What follows belongs to an exercise in optimizing a design on an open flow for small area, a short achievable clock period and few clock cycles per item; a production flow would make more cautious choices.
At most, simulation tests tie the RTL to the original design; equivalence was not proved.
Power figures rest on the tool's default switching activity, not on a simulated workload.

Setup of P:
Design huff_enc_top, start of the top module:
module huff_enc_top (
    input  logic        clk,
    input  logic        n_rst,
    input  logic        i_tbl_we,
    input  logic [7:0]  i_tbl_addr,
    input  logic [15:0] i_tbl_code,
    input  logic [4:0]  i_tbl_len,
    input  logic        i_start,
    input  logic        i_wait,
    input  logic [1:0]  i_comp,
    input  logic [31:0] i_data,
    output logic        o_valid,
    output logic [7:0]  o_data,
    output logic        o_done
);
Settings: LEC_CHECK=0, CAP_MARGIN=20, CORE_MARGIN=2, CORE_UTILIZATION=55, SLEW_MARGIN=20; clock period 12.0 ns.
standard.sh (not shown) runs the stock make flow with config.mk's settings and CLKGATE_MAP_FILE= SYNTH_SCRIPT=/design/flow/synth_recipe.tcl, a recipe that flattens the netlist after the stock synthesis.
==> flow/flow/run.sh <==
#!/bin/bash
# Standard ORFS layout (the standard.sh) with stronger timing repair:
# a larger setup repair target, sizing not limited to same-footprint cells,
# and plain buffers on the ports instead of delay buffers.
set -euo pipefail
bash standard.sh finish \
  SETUP_SLACK_MARGIN=6.5 \
  MATCH_CELL_FOOTPRINT=0 \
  "BUFFER_PORTS_ARGS=-buffer_cell sky130_fd_sc_hd__buf_4" \
  > standard_flow.log 2>&1
No stage failed in P, and the final checks on the layout all came back clean.
[inputs] Q vs P
-- flow/design.v --
<<< P, line 240
        for (int i = 0; i < 32; i++) ohx[i] = x[i] & !gx[i+1];
        for (int j = 0; j < 25; j++)
            x_drop[j] = (x[j] & gx[j + 9]) | ohx[j + 8];
        a_d = (ge8 || emit_y) ? x_drop : x[24:0];
    end
>>> Q, line 240
        for (int i = 0; i < 32; i++) ohx[i] = x[i] & !gx[i+1];
        for (int j = 0; j < 25; j++)
            x_drop[j] = (x[j] & ((j + 9 < 33) ? gx[(j + 9) % 33] : 1'b0)) |
                        ((j + 8 < 32) ? ohx[(j + 8) % 32] : 1'b0);
        a_d = (ge8 || emit_y) ? x_drop : x[24:0];
    end
==> comparison <==
- From P to Q the numbers moved as follows: initial antenna violation count held, die footprint has remained practically unchanged, count of boundary I/O pins held, arrival time at the worst endpoint has remained practically unchanged, routed via count held.
- Q -> P: global-route track usage on met1 delta 0, exact match
- Diff P..Q | initial standard-cell utilization of the core | unchanged
- Delta (Q minus P): number of stages on the worst setup path was more or less identical; proportion of cell area spent on the clock network saw little to no change; worst setup slack level.
- Half-perimeter wire length after placement: P vs Q identical
- Re async set-reset flop share out of synthesis: no difference whatsoever between P and Q.
Testbench counts of Q, summed over its fixed seeds: cycles 9,294, blocks 2,400.
For P, only the layout was checked, not whether the RTL still works.

The RTL this note starts from:
==> flow/design.v <==
`timescale 1ns/1ps
module huff_enc_top (
    input  logic        clk,
    input  logic        n_rst,
    input  logic        i_tbl_we,
    input  logic [7:0]  i_tbl_addr,
    input  logic [15:0] i_tbl_code,
    input  logic [4:0]  i_tbl_len,
    input  logic        i_start,
    input  logic        i_wait,
    input  logic [1:0]  i_comp,
    input  logic [31:0] i_data,
    output logic        o_valid,
    output logic [7:0]  o_data,
    output logic        o_done
);
    logic [16:0] dc_tab  [0:8];
    logic [16:0] ac_tab  [0:23];    
    logic [16:0] eob_tab;
    logic [16:0] wval;
    always_comb begin
        for (int i = 0; i < 17; i++) begin
            wval[i] = ((i_tbl_len == 5'(i)) ||
                       ((i < 16) && (i_tbl_len > 5'(i)) && i_tbl_code[i % 16]));
        end
    end
    always_ff @(posedge clk) begin
        if (n_rst && i_tbl_we) begin
            for (int c = 0; c < 9; c++)
                if (i_tbl_addr == 8'(c)) dc_tab[c] <= wval;
            for (int r = 0; r < 3; r++)
                for (int s = 1; s <= 8; s++)
                    if (i_tbl_addr == 8'(8'h40 | (r << 4) | s)) ac_tab[8*r + s - 1] <= wval;
            if (i_tbl_addr == 8'h80) eob_tab <= wval;
        end
    end
    logic               busy;
    logic               start;
    logic [7:0]         pred [0:2];
    logic [7:0]         psel;
    logic [8:0]         dsel;
    logic [7:0]         damp;
    logic [8:0]         achi  [1:3];
    logic [8:1]         acsz  [1:3];
    logic [7:0]         acamp [1:3];
    logic [3:1]         nz;
    assign start = i_start && !busy && !i_wait;
    always_comb begin
        case (i_comp)
            2'd0:    psel = pred[0];
            2'd1:    psel = pred[1];
            2'd2:    psel = pred[2];
            default: psel = '0;
        endcase
        for (int k = 1; k < 4; k++) begin
            achi[k][8] = 1'b0;
            for (int b = 7; b >= 0; b--)
                achi[k][b] = |((i_data[8*k +: 8] ^ {8{i_data[8*k + 7]}}) & (8'hff << b)) |
                             (i_data[8*k + 7] && ((i_data[8*k +: 8] & ((8'd1 << b) - 8'd1)) == 8'd0));
            nz[k] = achi[k][0];
            for (int sz = 1; sz < 9; sz++) acsz[k][sz] = achi[k][sz-1] & !achi[k][sz];
            for (int b = 0; b < 8; b++)
                acamp[k][b] = (i_data[8*k + b] ^ (i_data[8*k + 7] &&
                               ((i_data[8*k +: 8] & ((8'd1 << b) - 8'd1)) == 8'd0))) & achi[k][b];
        end
    end
    huff_dc_cat u_dc (
        .i_v    (i_data[7:0]),
        .i_p    (psel),
        .o_sel  (dsel),
        .o_amp  (damp)
    );
    always_ff @(posedge clk) begin
        if (!n_rst) begin
            pred[0] <= '0;
            pred[1] <= '0;
            pred[2] <= '0;
        end else if (start) begin
            if (i_comp == 2'd0) pred[0] <= i_data[7:0];
            if (i_comp == 2'd1) pred[1] <= i_data[7:0];
            if (i_comp == 2'd2) pred[2] <= i_data[7:0];
        end
    end
    logic [24:0] fs_dc;
    always_comb begin
        fs_dc = 25'(damp);
        for (int c = 0; c < 9; c++)
            if (dsel[c]) fs_dc = fs_dc | (25'(dc_tab[c]) << c);
    end
    logic [2:0]  rem;           
    logic [2:0]  rem_next;
    logic        nxt2, nxt3, nxte;
    logic [23:0] asel;          
    logic        esel;
    logic [7:0]  s_amp;
    logic [24:0] fs_ac;
    always_comb begin
        nxt2 = rem[0];
        nxt3 = !rem[0] && rem[1];
        nxte = !rem[0] && !rem[1] && rem[2];
        for (int sz = 1; sz < 9; sz++) begin
            if (!busy) begin
                asel[sz - 1]      = acsz[1][sz];
                asel[8 + sz - 1]  = !nz[1] && acsz[2][sz];
                asel[16 + sz - 1] = !nz[1] && !nz[2] && acsz[3][sz];
            end else begin
                asel[sz - 1]      = (nxt2 && acsz[2][sz]) || (nxt3 && nz[2] && acsz[3][sz]);
                asel[8 + sz - 1]  = nxt3 && !nz[2] && acsz[3][sz];
                asel[16 + sz - 1] = 1'b0;
            end
        end
        if (!busy) begin
            esel     = !nz[1] && !nz[2] && !nz[3];
            s_amp    = acamp[1] | (nz[1] ? 8'h00 : (acamp[2] | (nz[2] ? 8'h00 : acamp[3])));
            if (nz[1])      rem_next = {!nz[3], nz[3], nz[2]};
            else if (nz[2]) rem_next = {!nz[3], nz[3], 1'b0};
            else            rem_next = 3'b000;
        end else begin
            esel     = nxte;
            s_amp    = (nxt2 ? acamp[2] : 8'h00) | (nxt3 ? acamp[3] : 8'h00);
            rem_next = nxt2 ? {rem[2:1], 1'b0} : 3'b000;
            if (nxt3) rem_next = {rem[2], 2'b00};
        end
        fs_ac = 25'(s_amp);
        for (int e = 0; e < 24; e++)
            if (asel[e]) fs_ac = fs_ac | (25'(ac_tab[e]) << (e % 8 + 1));
        if (esel) fs_ac = fs_ac | 25'(eob_tab);
    end
    logic [24:0] a_q, p_q;
    logic [25:0] ga, gp;
    logic [24:0] oha, ohp;
    logic [7:0]  galo;
    logic [2:0]  nalo;
    logic [4:0]  np;
    logic [7:0]  a_l8, p_l8, amask, pmask;
    logic [8:0]  pbeyond_v;
    logic [7:0]  p_sh, pm_sh;
    logic        pbeyond;
    logic        ge8, more, pempty;
    logic [31:0] w, x;
    logic [32:0] gx;
    logic [31:0] ohx;
    logic [24:0] x_drop, a_d;
    logic        emit, fin, emit_y;
    logic [7:0]  validm;
    always_comb begin
        ga[25] = 1'b0;
        gp[25] = 1'b0;
        for (int i = 24; i >= 0; i--) begin
            ga[i] = |(a_q & (25'h1ffffff << i));
            gp[i] = |(p_q & (25'h1ffffff << i));
        end
        for (int i = 0; i < 25; i++) begin
            oha[i] = a_q[i] & !ga[i+1];
            ohp[i] = p_q[i] & !gp[i+1];
        end
        a_l8 = '0;
        p_l8 = '0;
        for (int k = 0; k < 8; k++)
            for (int j = 1; j < 25; j++)
                if (j - 8 + k >= 0) begin
                    a_l8[k] = a_l8[k] | (oha[j] & a_q[(j - 8 + k) % 25]);
                    p_l8[k] = p_l8[k] | (ohp[j] & p_q[(j - 8 + k) % 25]);
                end
        for (int k = 0; k < 8; k++) begin
            amask[k] = ga[8 - k];
            pmask[k] = gp[8 - k];
        end
        pbeyond_v = gp[9:1];
        galo[7] = a_q[7];
        for (int i = 6; i >= 0; i--) galo[i] = |(a_q[7:0] & (8'hff << i));
        nalo = '0;
        for (int i = 0; i < 8; i++)
            if (galo[i] && !((i < 7) ? galo[(i + 1) % 8] : 1'b0)) nalo = nalo | 3'(i);
        np = '0;
        for (int i = 0; i < 25; i++)
            if (ohp[i]) np = np | 5'(i);
        p_sh    = p_l8 >> nalo;
        pm_sh   = pmask >> nalo;
        pbeyond = pbeyond_v[8 - nalo];
        ge8    = ga[8];
        more   = (rem != 3'b000);
        pempty = !gp[1];
        validm = amask | pm_sh;
        emit_y = validm[0];
        if (ge8) begin
            emit = 1'b1;
            fin  = !ga[9] && pempty && !more;
        end else begin
            emit = emit_y || !more;
            fin  = !more && !pbeyond;
        end
        w = (32'(a_q[7:0]) << np) | 32'(p_q & ~ohp);
        x = ge8 ? 32'(a_q) : w;
        gx[32] = 1'b0;
        for (int i = 31; i >= 0; i--) gx[i] = gx[i+1] | x[i];
        for (int i = 0; i < 32; i++) ohx[i] = x[i] & !gx[i+1];
        for (int j = 0; j < 25; j++)
            x_drop[j] = (x[j] & ((j + 9 < 33) ? gx[(j + 9) % 33] : 1'b0)) |
                        ((j + 8 < 32) ? ohx[(j + 8) % 32] : 1'b0);
        a_d = (ge8 || emit_y) ? x_drop : x[24:0];
    end
    huff_out_gate u_gate (
        .i_busy  (busy),
        .i_wait  (i_wait),
        .i_emit  (emit),
        .i_fin   (fin),
        .o_valid (o_valid),
        .o_done  (o_done)
    );
    assign o_data  = ge8 ? a_l8 : ((a_l8 | p_sh) | (more ? 8'h00 : ~validm));
    always_ff @(posedge clk) begin
        if (!n_rst) begin
            busy <= 1'b0;
        end else if (start) begin
            busy <= 1'b1;
        end else if (busy && !i_wait && fin) begin
            busy <= 1'b0;
        end
    end
    always_ff @(posedge clk) begin
        if (start) begin
            a_q <= fs_dc;
            p_q <= fs_ac;
            rem <= rem_next;
        end else if (busy && !i_wait) begin
            a_q <= a_d;
            if (!ge8) begin
                p_q <= more ? fs_ac : 25'd1;
                rem <= rem_next;
            end
        end
    end
endmodule
module huff_out_gate (
    input  logic i_busy,
    input  logic i_wait,
    input  logic i_emit,
    input  logic i_fin,
    output logic o_valid,
    output logic o_done
);
    assign o_valid = i_busy && !i_wait && i_emit;
    assign o_done  = i_busy && !i_wait && i_fin;
endmodule
module huff_dc_cat (
    input  logic [7:0] i_v,
    input  logic [7:0] i_p,
    output logic [8:0] o_sel,
    output logic [7:0] o_amp
);
    logic [8:0] sum, sm1, u;
    logic [8:0] thm;
    always_comb begin
        sum = {i_v[7], i_v} - {i_p[7], i_p};
        sm1 = {i_v[7], i_v} + ~{i_p[7], i_p};
        u = sum[8] ? ~sm1 : sum;
        thm[8] = 1'b0;
        for (int b = 7; b >= 0; b--) thm[b] = |(u[7:0] & (8'hff << b));
        for (int b = 0; b < 8; b++) o_amp[b] = (sum[8] ? sm1[b] : sum[b]) & thm[b];
        o_sel[0] = !thm[0];
        for (int c = 1; c < 9; c++) o_sel[c] = thm[c-1] & !thm[c];
    end
endmodule
export LEC_CHECK = 0
export ABC_AREA = 1
export CAP_MARGIN = 20
export CORE_MARGIN = 2
export CORE_UTILIZATION = 55
export SLEW_MARGIN = 20
export SYNTH_HIERARCHICAL = 1
create_clock -name core_clock -period 12.0 [get_ports {clk}]
Scripts as last shown in full above: flow/flow/run.sh
Change:
--- a/flow/design.v
+++ b/flow/design.v
@@ -144,14 +144,14 @@
     logic        emit, fin, emit_y;
     logic [7:0]  validm;
     always_comb begin
         ga[25] = 1'b0;
         gp[25] = 1'b0;
         for (int i = 24; i >= 0; i--) begin
-            ga[i] = |(a_q & (25'h1ffffff << i));
-            gp[i] = |(p_q & (25'h1ffffff << i));
+            ga[i] = ga[i+1] | a_q[i];
+            gp[i] = gp[i+1] | p_q[i];
         end
         for (int i = 0; i < 25; i++) begin
             oha[i] = a_q[i] & !ga[i+1];
             ohp[i] = p_q[i] & !gp[i+1];
         end
         a_l8 = '0;
@@ -165,13 +165,13 @@
         for (int k = 0; k < 8; k++) begin
             amask[k] = ga[8 - k];
             pmask[k] = gp[8 - k];
         end
         pbeyond_v = gp[9:1];
         galo[7] = a_q[7];
-        for (int i = 6; i >= 0; i--) galo[i] = |(a_q[7:0] & (8'hff << i));
+        for (int i = 6; i >= 0; i--) galo[i] = galo[i+1] | a_q[i];
         nalo = '0;
         for (int i = 0; i < 8; i++)
             if (galo[i] && !((i < 7) ? galo[(i + 1) % 8] : 1'b0)) nalo = nalo | 3'(i);
         np = '0;
         for (int i = 0; i < 25; i++)
             if (ohp[i]) np = np | 5'(i);
@@ -190,13 +190,13 @@
             emit = emit_y || !more;
             fin  = !more && !pbeyond;
         end
         w = (32'(a_q[7:0]) << np) | 32'(p_q & ~ohp);
         x = ge8 ? 32'(a_q) : w;
         gx[32] = 1'b0;
-        for (int i = 31; i >= 0; i--) gx[i] = gx[i+1] | x[i];
+        for (int i = 31; i >= 0; i--) gx[i] = |(x & (32'hffffffff << i));
         for (int i = 0; i < 32; i++) ohx[i] = x[i] & !gx[i+1];
         for (int j = 0; j < 25; j++)
             x_drop[j] = (x[j] & ((j + 9 < 33) ? gx[(j + 9) % 33] : 1'b0)) |
                         ((j + 8 < 32) ? ohx[(j + 8) % 32] : 1'b0);
         a_d = (ge8 || emit_y) ? x_drop : x[24:0];
     end
Combinational power goes down by roughly a tenth.
Clock power barely changes.
Fmax goes down by roughly a tenth.
Clock skew goes down by 0.0093 ns.
Worst setup slack is worse by 0.79 ns.
No run of this note included a check of the RTL's function; only the layout flow was run.

## afterwards: timing with drivers on the ports
The flow's constraints put no driver on any port. The routed layouts listed below were extracted and timed again, unchanged, in two steps.
Step 1 assumes that a clkbuf_16 drives the clock port and a buf_2 every other input.
Step 2, shift: input delay + t, output delay - t, t = (earliest + latest rising clock arrival at the registers) / 2. This alone moves slack from input paths to output paths.
a / b / c = no drivers / after step 1 / after step 2; a / b = the first two.
| run | t, ns | slack for setup (ns) | worst setup path at the end |
|---|---|---|---|
| P | 0.669 | 5.304 / 5.242 / 5.497 | input to register |
| Q | 0.669 | 5.304 / 5.242 / 5.497 | input to register |
| the first run of note 2 | 0.673 | 6.158 / 6.096 / 5.818 | input to register |
| the second run of note 2 | 0.666 | 5.371 / 5.308 / 5.930 | input to register |
After both steps setup and hold are still met in every run listed. For the first run of note 2, which loses most, drivers alone change the setup slack by -0.062 ns; drivers and shift together by -0.340 ns.
